This design comes from an exercise in tuning for small area, a short achievable clock period and few clock cycles per item on the open sky130 flow, not from production work.
Only simulation tests tie the RTL to the original design; equivalence was not proved.
Power and IR drop assume default switching activity.

==> flow/design.v <==
`timescale 1ns / 1ps
`default_nettype none
package tma_pkg;
    localparam int MAX_WINDOW = 64;
    localparam int DATA_W     = 32;
    localparam int CFG_W      = 7;
    localparam int SLOT_W     = $clog2(MAX_WINDOW);
    localparam int CNT_W      = $clog2(MAX_WINDOW + 1);
    localparam int SUM_W      = DATA_W + SLOT_W;
    localparam int ITER_W     = $clog2(SUM_W);
    localparam logic [CFG_W-1:0] WINDOW_RESET = CFG_W'(4);
    typedef struct packed {
        logic cfg_write;
        logic accept;
        logic read_old;
        logic update;
        logic div_load;
        logic div_step;
        logic out_load;
    } t_ctrl_cmd;
    typedef struct packed {
        logic div_last;
    } t_dp_status;
    function automatic logic [CNT_W-1:0] eff_window(input logic [CFG_W-1:0] v);
        logic [CNT_W-1:0] w;
        if (v == '0) begin
            w = CNT_W'(1);
        end else if (int'(v) > MAX_WINDOW) begin
            w = CNT_W'(MAX_WINDOW);
        end else begin
            w = CNT_W'(v);
        end
        eff_window = w;
    endfunction
endpackage
`default_nettype wire
`timescale 1ns / 1ps
`default_nettype none
module trailing_moving_average (
    input  wire logic                              i_clk,
    input  wire logic                              i_rst_n,
    input  wire logic                              i_valid,
    output logic                                   o_stall,
    input  wire logic signed [tma_pkg::DATA_W-1:0] i_sample,
    input  wire logic                              i_first_of_set,
    output logic                                   o_valid,
    input  wire logic                              i_stall,
    output logic signed [tma_pkg::DATA_W-1:0]      o_average,
    input  wire logic                              i_cfg_valid,
    output logic                                   o_cfg_ready,
    input  wire logic [tma_pkg::CFG_W-1:0]         i_cfg_data
);
    localparam int DW    = 32;
    localparam int SW    = 38;
    localparam int LW    = 6;               
    localparam int DIV_S = DW / 2;          
    logic sk_v;     
    logic en;
    logic en_d;
    logic rdy;
    assign o_stall     = sk_v;
    assign o_cfg_ready = rdy;
    logic          v0, c0, f0;
    logic [DW-1:0] d0;
    logic [6:0]    g0;
    always_ff @(posedge i_clk) begin
        if (!i_rst_n) begin
            v0 <= 1'b0;
            c0 <= 1'b0;
        end else if (en) begin
            v0 <= i_valid;
            c0 <= i_cfg_valid;
        end
    end
    always_ff @(posedge i_clk) begin
        if (en) begin
            d0 <= i_sample;
            f0 <= i_first_of_set;
            g0 <= i_cfg_data;
        end
    end
    logic [LW-1:0] wm1;                
    logic [LW:0]   fill;               
    logic [LW:0]   f;
    logic          full;
    logic [LW-1:0] g_m1;
    assign f    = f0 ? '0 : fill;
    assign full = !f0 && (fill > {1'b0, wm1});
    assign g_m1 = (g0 == 7'd0) ? 6'd0 : (g0 >= 7'd64) ? 6'd63 : 6'(g0 - 7'd1);
    always_ff @(posedge i_clk) begin
        if (!i_rst_n) begin
            wm1  <= 6'd3;
            fill <= '0;
        end else if (en) begin
            if (c0) begin
                wm1  <= g_m1;
                fill <= '0;
            end else if (v0) begin
                fill <= f0 ? 7'd1 : full ? fill : fill + 7'd1;
            end
        end
    end
    logic [DW-1:0] so [LW+1];          
    logic [DW-1:0] last;               
    assign so[0] = d0;
    for (genvar i = 0; i < LW; i++) begin : g_seg
        localparam int J = LW - 1 - i;
        localparam int L = 1 << J;
        logic [DW-1:0] e [L];
        always_ff @(posedge i_clk) begin
            if (en && v0) begin
                e[0] <= so[i];
                for (int k = 1; k < L; k++) begin
                    e[k] <= e[k-1];
                end
            end
        end
        assign so[i+1] = wm1[J] ? e[L-1] : so[i];
    end
    always_ff @(posedge i_clk) begin
        if (en && v0) begin
            last <= so[LW];
        end
    end
    logic          v2, clr2;
    logic [DW:0]   dl2;
    logic [LW-1:0] m2;                 
    logic [DW:0]   dl_full;
    assign dl_full = {d0[DW-1], d0} - {last[DW-1], last};
    always_ff @(posedge i_clk) begin
        if (!i_rst_n) begin
            v2 <= 1'b0;
        end else if (en) begin
            v2 <= v0;
        end
    end
    always_ff @(posedge i_clk) begin
        if (en) begin
            dl2  <= full ? dl_full : {d0[DW-1], d0};
            clr2 <= f0 || (fill == '0);
            m2   <= full ? wm1 : f[LW-1:0];
        end
    end
    localparam int HB = 19;            
    localparam int HW = SW - HB;       
    logic          v3, clr3, c3;
    logic [HB-1:0] lo;
    logic [HW-1:0] dh3;
    logic [LW-1:0] m3;
    logic [SW-1:0] dl_x;
    logic [HB:0]   lo_n;
    assign dl_x = {{(SW-DW-1){dl2[DW]}}, dl2};
    assign lo_n = {1'b0, clr2 ? {HB{1'b0}} : lo} + {1'b0, dl_x[HB-1:0]};
    always_ff @(posedge i_clk) begin
        if (!i_rst_n) begin
            v3 <= 1'b0;
        end else if (en) begin
            v3 <= v2;
        end
    end
    always_ff @(posedge i_clk) begin
        if (en) begin
            m3   <= m2;
            clr3 <= clr2;
            dh3  <= dl_x[SW-1:HB];
            c3   <= lo_n[HB];
            if (v2) begin
                lo <= lo_n[HB-1:0];
            end
        end
    end
    logic          v4;
    logic [HW-1:0] hi;
    logic [HB-1:0] lo4;                
    logic [LW-1:0] m4;
    logic [HW:0]   hi_n;
    logic [SW-1:0] sum;
    assign hi_n = {clr3 ? {HW{1'b0}} : hi, 1'b1} + {dh3, c3};
    assign sum  = {hi, lo4};
    always_ff @(posedge i_clk) begin
        if (!i_rst_n) begin
            v4 <= 1'b0;
        end else if (en) begin
            v4 <= v3;
        end
    end
    always_ff @(posedge i_clk) begin
        if (en) begin
            m4  <= m3;
            lo4 <= lo;
            if (v3) begin
                hi <= hi_n[HW:1];
            end
        end
    end
    logic          dv [DIV_S];
    logic [LW:0]   dp [DIV_S];         
    logic [DW-1:0] dx [DIV_S];         
    logic [LW-1:0] dm [DIV_S];
    logic [LW:0]   p_last;             
    logic [DW-1:0] x_last;
    logic [LW-1:0] m_last;
    for (genvar s = 0; s < DIV_S; s++) begin : g_div
        localparam int K = (s == DIV_S - 1) ? 1 : 2;     
        logic          iv;
        logic [LW-1:0] im;
        logic [LW:0]   p [K+1];
        logic [DW-1:0] x [K+1];
        if (s == 0) begin : g_first
            assign iv   = v4;
            assign im   = m4;
            assign p[0] = sum[SW-1:DW-1];
            assign x[0] = {sum[DW-2:0], !sum[SW-1]};
        end else begin : g_next
            assign iv   = dv[s-1];
            assign im   = dm[s-1];
            assign p[0] = dp[s-1];
            assign x[0] = dx[s-1];
        end
        for (genvar k = 0; k < K; k++) begin : g_step
            logic [LW:0] trial, pm, pp;
            assign trial  = {p[k][LW-1:0], x[k][DW-1]};
            assign pm     = trial + {1'b1, ~im};                 
            assign pp     = trial + {1'b0, im} + 7'd1;           
            assign p[k+1] = p[k][LW] ? pp : pm;
            assign x[k+1] = {x[k][DW-2:0], !p[k+1][LW]};
        end
        always_ff @(posedge i_clk) begin
            if (!i_rst_n) begin
                dv[s] <= 1'b0;
            end else if (en_d) begin
                dv[s] <= iv;
            end
        end
        if (s == DIV_S - 1) begin : g_last
            assign p_last = p[K];
            assign x_last = x[K];
            assign m_last = im;
        end
        always_ff @(posedge i_clk) begin
            if (en_d) begin
                dp[s] <= p[K];
                dx[s] <= x[K];
                dm[s] <= im;
            end
        end
    end
    logic          inc_n, inc;
    assign inc_n  = !x_last[DW-1]
                    && (p_last[LW] ? (p_last != {1'b1, ~m_last}) : (p_last != '0));
    always_ff @(posedge i_clk) begin
        if (en_d) begin
            inc <= inc_n;
        end
    end
    logic          vl;
    logic [DW-1:0] res;
    logic          out_v;
    logic [DW-1:0] out_d, sk_d;
    logic          pop, push;
    assign vl     = dv[DIV_S-1];
    assign res    = {~dx[DIV_S-1][DW-1], dx[DIV_S-1][DW-2:0]} + {31'd0, inc};
    assign pop  = out_v && !i_stall;
    assign push = en && vl;
    logic fill_sk;                     
    assign fill_sk = out_v && !pop && push;
    always_ff @(posedge i_clk) begin
        if (!i_rst_n) begin
            out_v <= 1'b0;
            sk_v  <= 1'b0;
            en    <= 1'b1;
            en_d  <= 1'b1;
            rdy   <= 1'b1;
        end else begin
            out_v <= pop ? (sk_v || push) : (out_v || push);
            sk_v  <= sk_v ? !pop : fill_sk;
            en    <= sk_v ? pop : !fill_sk;
            en_d  <= en_d ? !fill_sk : pop;
            rdy   <= rdy ? !fill_sk : pop;
        end
    end
    always_ff @(posedge i_clk) begin
        if (!out_v || !i_stall) begin
            out_d <= en_d ? res : sk_d;
        end
        if (en_d) begin
            sk_d <= res;
        end
    end
    assign o_valid   = out_v;
    assign o_average = out_d;
endmodule
`default_nettype wire
==> flow/config.mk <==
export PLATFORM = sky130hd
export DESIGN_NAME = trailing_moving_average
export DESIGN_NICKNAME = trailing_moving_average
export VERILOG_FILES = /design/flow/design.v
export SDC_FILE = /design/flow/constraint.sdc
export NUM_CORES = 4
export LEC_CHECK = 0
export CAP_MARGIN = 20
export CORE_MARGIN = 2
export CORE_UTILIZATION = 40
export CTS_CLUSTER_DIAMETER = 100
export CTS_CLUSTER_SIZE = 24
export SETUP_SLACK_MARGIN = 5
export SLEW_MARGIN = 20
==> flow/constraint.sdc <==
create_clock -name core_clock -period 8.0 [get_ports {i_clk}]
set_input_delay 1.6000 -clock core_clock [delete_from_list [all_inputs] [get_ports {i_clk}]]
set_output_delay 1.6000 -clock core_clock [all_outputs]
set_load 0.01 [all_outputs]
run.sh (not shown) runs the stock make flow with config.mk's settings and CLKGATE_MAP_FILE= SYNTH_SCRIPT=/design/flow/synth_recipe.tcl, a recipe that flattens the netlist after the stock synthesis.
Testbench counts at the start, summed over its fixed seeds: cycles 4,992, items 4,800.
Then changed:
--- a/flow/design.v
+++ b/flow/design.v
@@ -122,11 +122,14 @@
             last <= so[LW];
         end
     end
-    logic          v2, clr2;
-    logic [DW:0]   dl2;
+    localparam int HB = 19;            
+    localparam int HW = SW - HB;       
+    logic          v2, clr2, bw2;
+    logic [HB-1:0] dlo2;               
+    logic [DW-HB-1:0] dhi2, ohi2;      
     logic [LW-1:0] m2;                 
-    logic [DW:0]   dl_full;
-    assign dl_full = {d0[DW-1], d0} - {last[DW-1], last};
+    logic [HB:0]   dlo_full;
+    assign dlo_full = {1'b0, d0[HB-1:0]} - {1'b0, last[HB-1:0]};
     always_ff @(posedge i_clk) begin
         if (!i_rst_n) begin
             v2 <= 1'b0;
@@ -136,21 +139,23 @@
     end
     always_ff @(posedge i_clk) begin
         if (en) begin
-            dl2  <= full ? dl_full : {d0[DW-1], d0};
+            dlo2 <= full ? dlo_full[HB-1:0] : d0[HB-1:0];
+            bw2  <= full && dlo_full[HB];
+            dhi2 <= d0[DW-1:HB];
+            ohi2 <= full ? last[DW-1:HB] : '0;
             clr2 <= f0 || (fill == '0);
             m2   <= full ? wm1 : f[LW-1:0];
         end
     end
-    localparam int HB = 19;            
-    localparam int HW = SW - HB;       
     logic          v3, clr3, c3;
     logic [HB-1:0] lo;
     logic [HW-1:0] dh3;
     logic [LW-1:0] m3;
-    logic [SW-1:0] dl_x;
     logic [HB:0]   lo_n;
-    assign dl_x = {{(SW-DW-1){dl2[DW]}}, dl2};
-    assign lo_n = {1'b0, clr2 ? {HB{1'b0}} : lo} + {1'b0, dl_x[HB-1:0]};
+    logic [HW:0]   dh_n;
+    assign lo_n = {1'b0, clr2 ? {HB{1'b0}} : lo} + {1'b0, dlo2};
+    assign dh_n = {{(SW-DW){dhi2[DW-HB-1]}}, dhi2, 1'b1}
+                + {~{{(SW-DW){ohi2[DW-HB-1]}}, ohi2}, !bw2};
     always_ff @(posedge i_clk) begin
         if (!i_rst_n) begin
             v3 <= 1'b0;
@@ -162,7 +167,7 @@
         if (en) begin
             m3   <= m2;
             clr3 <= clr2;
-            dh3  <= dl_x[SW-1:HB];
+            dh3  <= dh_n[HW:1];
             c3   <= lo_n[HB];
             if (v2) begin
                 lo <= lo_n[HB-1:0];
@@ -218,11 +223,20 @@
             assign x[0] = dx[s-1];
         end
         for (genvar k = 0; k < K; k++) begin : g_step
-            logic [LW:0] trial, pm, pp;
-            assign trial  = {p[k][LW-1:0], x[k][DW-1]};
-            assign pm     = trial + {1'b1, ~im};                 
-            assign pp     = trial + {1'b0, im} + 7'd1;           
-            assign p[k+1] = p[k][LW] ? pp : pm;
+            logic [LW:0] trial;
+            assign trial = {p[k][LW-1:0], x[k][DW-1]};
+            if (k == 0) begin : g_one
+                logic          sub;
+                logic [LW+1:0] acc;
+                assign sub    = !p[k][LW];
+                assign acc    = {trial, 1'b1} + {{1'b0, im} ^ {(LW+1){sub}}, !sub};
+                assign p[k+1] = acc[LW+1:1];
+            end else begin : g_two
+                logic [LW:0] pm, pp;
+                assign pm     = trial + {1'b1, ~im};             
+                assign pp     = trial + {1'b0, im} + 7'd1;       
+                assign p[k+1] = p[k][LW] ? pp : pm;
+            end
             assign x[k+1] = {x[k][DW-2:0], !p[k+1][LW]};
         end
         always_ff @(posedge i_clk) begin
Result: Non-clock buffer count goes down by 123. Worst setup slack gains 170 ps. Count of clock-buffer cells in the layout is unchanged. Global-route usage goes down by 0.70 points. Wire length goes down by a few percent. Synthesized cell count goes down by a few percent. Via count goes down by a few percent. Power goes up by about a fifth. Clock skew is about the same.
Testbench counts after the change, summed over its fixed seeds: cycles 4,992, items 4,800.


== 11-18 ==
Another version of the RTL of trailing_moving_average (not shown whole).
For scale: ~6100 cells after synthesis, roughly 3100 flip-flops, ~80 I/O pins, about 110000 um2 of cells after synthesis.
==> module trailing_moving_average, before the edit <==
module trailing_moving_average (
    input  wire logic                              i_clk,
    input  wire logic                              i_rst_n,
    input  wire logic                              i_valid,
    output logic                                   o_stall,
    input  wire logic signed [tma_pkg::DATA_W-1:0] i_sample,
    input  wire logic                              i_first_of_set,
    output logic                                   o_valid,
    input  wire logic                              i_stall,
    output logic signed [tma_pkg::DATA_W-1:0]      o_average,
    input  wire logic                              i_cfg_valid,
    output logic                                   o_cfg_ready,
    input  wire logic [tma_pkg::CFG_W-1:0]         i_cfg_data
);
    localparam int DW    = 32;
    localparam int SW    = 38;
    localparam int LW    = 6;               
    localparam int DIV_S = DW / 2;          
    logic en;       
    logic sk_v;     
    assign o_stall     = sk_v;
    assign o_cfg_ready = !sk_v;
    logic [LW-1:0] wm1;                
    logic [LW:0]   fill;               
    logic [LW:0]   f;
    logic          full;
    logic [LW-1:0] g_m1;
    assign f    = i_first_of_set ? '0 : fill;
    assign full = !i_first_of_set && (fill > {1'b0, wm1});
    assign g_m1 = (i_cfg_data == 7'd0) ? 6'd0 : (i_cfg_data >= 7'd64) ? 6'd63 : 6'(i_cfg_data - 7'd1);
    always_ff @(posedge i_clk) begin
        if (!i_rst_n) begin
            wm1  <= 6'd3;
            fill <= '0;
        end else if (en) begin
            if (i_cfg_valid) begin
                wm1  <= g_m1;
                fill <= '0;
            end else if (i_valid) begin
                fill <= i_first_of_set ? 7'd1 : full ? fill : fill + 7'd1;
            end
        end
    end
    logic [DW-1:0] so [LW+1];          
    logic [DW-1:0] last;               
    assign so[0] = i_sample;
    for (genvar i = 0; i < LW; i++) begin : g_seg
        localparam int J = LW - 1 - i;
        localparam int L = 1 << J;
        logic [DW-1:0] e [L];
        always_ff @(posedge i_clk) begin
            if (en && i_valid) begin
                e[0] <= so[i];
                for (int k = 1; k < L; k++) begin
                    e[k] <= e[k-1];
                end
            end
        end
        assign so[i+1] = wm1[J] ? e[L-1] : so[i];
    end
    always_ff @(posedge i_clk) begin
        if (en && i_valid) begin
            last <= so[LW];
        end
    end
    logic          v2, clr2;
    logic [DW:0]   dl2;
    logic [LW-1:0] m2;                 
    logic [DW:0]   dl_full;
    assign dl_full = {i_sample[DW-1], i_sample} - {last[DW-1], last};
    always_ff @(posedge i_clk) begin
        if (!i_rst_n) begin
            v2 <= 1'b0;
        end else if (en) begin
            v2 <= i_valid;
        end
    end
    always_ff @(posedge i_clk) begin
        if (en) begin
            dl2  <= full ? dl_full : {i_sample[DW-1], i_sample};
            clr2 <= i_first_of_set || (fill == '0);
            m2   <= full ? wm1 : f[LW-1:0];
        end
    end
    logic          v3;
    logic [SW-1:0] sum;
    logic [SW-1:0] u3;
    logic [LW-1:0] m3;
    logic [LW+1:0] c3;                 
    logic [SW-1:0] base;
    logic [SW-1:0] dl_x;
    logic [DW-1:0] lo;                 
    logic [LW:0]   n2;
    logic [LW:0]   s_hi0, s_hi1;       
    logic [LW:0]   u_hi0, u_hi1;       
    assign base = clr2 ? '0 : sum;
    assign dl_x = {{(SW-DW-1){dl2[DW]}}, dl2};
    assign n2   = {1'b0, m2} + 7'd1;
    assign lo   = {1'b0, base[DW-2:0]} + {1'b0, dl_x[DW-2:0]};
    assign s_hi0 = base[SW-1:DW-1] + dl_x[SW-1:DW-1];
    assign s_hi1 = base[SW-1:DW-1] + dl_x[SW-1:DW-1] + 7'd1;
    assign u_hi0 = base[SW-1:DW-1] + dl_x[SW-1:DW-1] + n2;
    assign u_hi1 = base[SW-1:DW-1] + dl_x[SW-1:DW-1] + {1'b0, m2} + 7'd2;
    always_ff @(posedge i_clk) begin
        if (!i_rst_n) begin
            v3 <= 1'b0;
        end else if (en) begin
            v3 <= v2;
        end
    end
    always_ff @(posedge i_clk) begin
        if (en) begin
            m3 <= m2;
            c3 <= {1'b0, m2, 1'b0} + {2'b00, m2} + 8'd2;
            u3 <= {lo[DW-1] ? u_hi1 : u_hi0, lo[DW-2:0]};
            if (v2) begin
                sum <= {lo[DW-1] ? s_hi1 : s_hi0, lo[DW-2:0]};
            end
        end
    end
    logic          dv [DIV_S];
    logic [5:0]    dr [DIV_S];
    logic [DW-1:0] dx [DIV_S];
    logic [LW-1:0] dm [DIV_S];
    logic [LW+1:0] dc [DIV_S];
    for (genvar s = 0; s < DIV_S; s++) begin : g_div
        logic          iv;
        logic [LW-1:0] im;
        logic [LW+1:0] ic;
        logic [5:0]    r0, r1;
        logic [DW-1:0] x0;
        logic [7:0]    trial;
        logic [8:0]    d1, d2, d3;
        logic [1:0]    q;
        if (s == 0) begin : g_first
            assign iv = v3;
            assign im = m3;
            assign ic = c3;
            assign r0 = u3[SW-1:DW];
            assign x0 = u3[DW-1:0];
        end else begin : g_next
            assign iv = dv[s-1];
            assign im = dm[s-1];
            assign ic = dc[s-1];
            assign r0 = dr[s-1];
            assign x0 = dx[s-1];
        end
        assign trial = {r0, x0[DW-1:DW-2]};
        assign d1    = {1'b0, trial} + ~{3'b000, im};           
        assign d2    = {1'b0, trial} + ~{2'b00, im, 1'b1};       
        assign d3    = {1'b0, trial} + ~{1'b0, ic};              
        always_comb begin
            if (!d3[8]) begin
                q  = 2'd3;
                r1 = d3[5:0];
            end else if (!d2[8]) begin
                q  = 2'd2;
                r1 = d2[5:0];
            end else if (!d1[8]) begin
                q  = 2'd1;
                r1 = d1[5:0];
            end else begin
                q  = 2'd0;
                r1 = trial[5:0];
            end
        end
        always_ff @(posedge i_clk) begin
            if (!i_rst_n) begin
                dv[s] <= 1'b0;
            end else if (en) begin
                dv[s] <= iv;
            end
        end
        always_ff @(posedge i_clk) begin
            if (en) begin
                dr[s] <= r1;
                dx[s] <= {x0[DW-3:0], q};
                dm[s] <= im;
                dc[s] <= ic;
            end
        end
    end
    logic          vl;
    logic [DW-1:0] res;
    logic          out_v;
    logic [DW-1:0] out_d, sk_d;
    logic          pop, push;
    assign vl   = dv[DIV_S-1];
    assign res  = {~dx[DIV_S-1][DW-1], dx[DIV_S-1][DW-2:0]}
                + {31'd0, !dx[DIV_S-1][DW-1] && (dr[DIV_S-1] != '0)};
    assign pop  = out_v && !i_stall;
    assign push = en && vl;
    always_ff @(posedge i_clk) begin
        if (!i_rst_n) begin
            out_v <= 1'b0;
            sk_v  <= 1'b0;
            en    <= 1'b1;
        end else begin
            out_v <= pop ? (sk_v || push) : (out_v || push);
            sk_v  <= sk_v ? !pop : (out_v && !pop && push);
            en    <= sk_v ? pop : !(out_v && !pop && push);
        end
    end
    always_ff @(posedge i_clk) begin
        if (!out_v || !i_stall) begin
            out_d <= sk_v ? sk_d : res;
        end
        if (en) begin
            sk_d <= res;
        end
    end
    assign o_valid   = out_v;
    assign o_average = out_d;
endmodule
clock: 8.0 ns
lec_check: 0
cap_margin: 20
core_margin: 2
core_utilization: 40
cts_cluster_diameter: 100
cts_cluster_size: 24
setup_slack_margin: 5
slew_margin: 20
Testbench counts of 11-18, summed over its fixed seeds: cycles 4,976, items 4,800.
### 11-18 -> 09-05
--- a/flow/design.v
+++ b/flow/design.v
@@ -127,20 +127,14 @@
     logic [LW+1:0] c3;                 
     logic [SW-1:0] base;
     logic [SW-1:0] dl_x;
     logic [DW-1:0] lo;                 
     logic [LW:0]   n2;
-    logic [LW:0]   s_hi0, s_hi1;       
-    logic [LW:0]   u_hi0, u_hi1;       
     assign base = clr2 ? '0 : sum;
     assign dl_x = {{(SW-DW-1){dl2[DW]}}, dl2};
     assign n2   = {1'b0, m2} + 7'd1;
     assign lo   = {1'b0, base[DW-2:0]} + {1'b0, dl_x[DW-2:0]};
-    assign s_hi0 = base[SW-1:DW-1] + dl_x[SW-1:DW-1];
-    assign s_hi1 = base[SW-1:DW-1] + dl_x[SW-1:DW-1] + 7'd1;
-    assign u_hi0 = base[SW-1:DW-1] + dl_x[SW-1:DW-1] + n2;
-    assign u_hi1 = base[SW-1:DW-1] + dl_x[SW-1:DW-1] + {1'b0, m2} + 7'd2;
     always_ff @(posedge i_clk) begin
         if (!i_rst_n) begin
             v3 <= 1'b0;
         end else if (en) begin
             v3 <= v2;
@@ -148,13 +142,13 @@
     end
     always_ff @(posedge i_clk) begin
         if (en) begin
             m3 <= m2;
             c3 <= {1'b0, m2, 1'b0} + {2'b00, m2} + 8'd2;
-            u3 <= {lo[DW-1] ? u_hi1 : u_hi0, lo[DW-2:0]};
+            u3 <= {base[SW-1:DW-1] + dl_x[SW-1:DW-1] + n2 + {6'd0, lo[DW-1]}, lo[DW-2:0]};
             if (v2) begin
-                sum <= {lo[DW-1] ? s_hi1 : s_hi0, lo[DW-2:0]};
+                sum <= {base[SW-1:DW-1] + dl_x[SW-1:DW-1] + {6'd0, lo[DW-1]}, lo[DW-2:0]};
             end
         end
     end
     logic          dv [DIV_S];
     logic [5:0]    dr [DIV_S];
[summary]
09-05 went all the way through synthesis, placement and routing and the layout is clean on timing, DRC and antenna. The estimated power of 09-05 ends up lower than the estimate for 11-18. The synthesized instance count was comparable across 11-18 and 09-05. The power density over the cells of 09-05 is higher than that of 11-18. Slowest cell on the critical path = sky130_fd_sc_hd__edfxtp_1: 09-05; slowest cell on the critical path = sky130_fd_sc_hd__fa_1: 11-18. Compared with 11-18, 09-05 shows share of power burned in combinational logic lower by 0.2 points. Fmax: 09-05 below 11-18. 09-05 ends up with lower clock power share than 11-18 does. Final standard cell area without fillers delta for 09-05 relative to 11-18: 1.3% lower. Against 11-18, 09-05 comes in 0.81 ns higher on clock period minus final worst setup slack. Relative to 11-18, number of stages on the worst setup path increased by 6 in 09-05. [compare] base=11-18 new=09-05: routed length on met3 now smaller; total routing resource utilization after global routing now larger; worst hold slack now larger.
Testbench counts of 09-05, summed over its fixed seeds: cycles 4,976, items 4,800.

[re-timing with driven ports]
Ports are ideal in the flow. The routed layouts listed here were re-timed in OpenROAD. Step 1 assumes that a clkbuf_16 drives the clock port and a buf_2 every other input. Step 2 moves the port delays by t, midway between the first and last clock arrival at a register: inputs arrive t later, outputs are due t later. That takes back most of the time a late clock gives input paths. a / b / c = ideal ports / drivers / drivers and shift; a / b = the first two.
run | t, ns | setup WS [ns] | clock arrival spread, ns | worst data-port slew with drivers (ns) | cell pins on the clock port's net
the first run of note 1 | 0.897 | 4.910 / 4.910 / 4.712 | 0.108 / 0.108 | 0.04 | 1
the second run of note 1 | 0.904 | 5.076 / 5.006 / 4.746 | 0.113 / 0.113 | 0.08 | 1
11-18 | 0.917 | 4.692 / 4.692 / 3.995 | 0.098 / 0.099 | 0.08 | 1
09-05 | 0.905 | 3.878 / 3.878 / 3.878 | 0.104 / 0.104 | 0.18 | 1
After both steps setup and hold are still met in every run listed. For 11-18, which loses most, drivers alone change the setup slack by 0.000 ns; drivers and shift together by -0.697 ns.
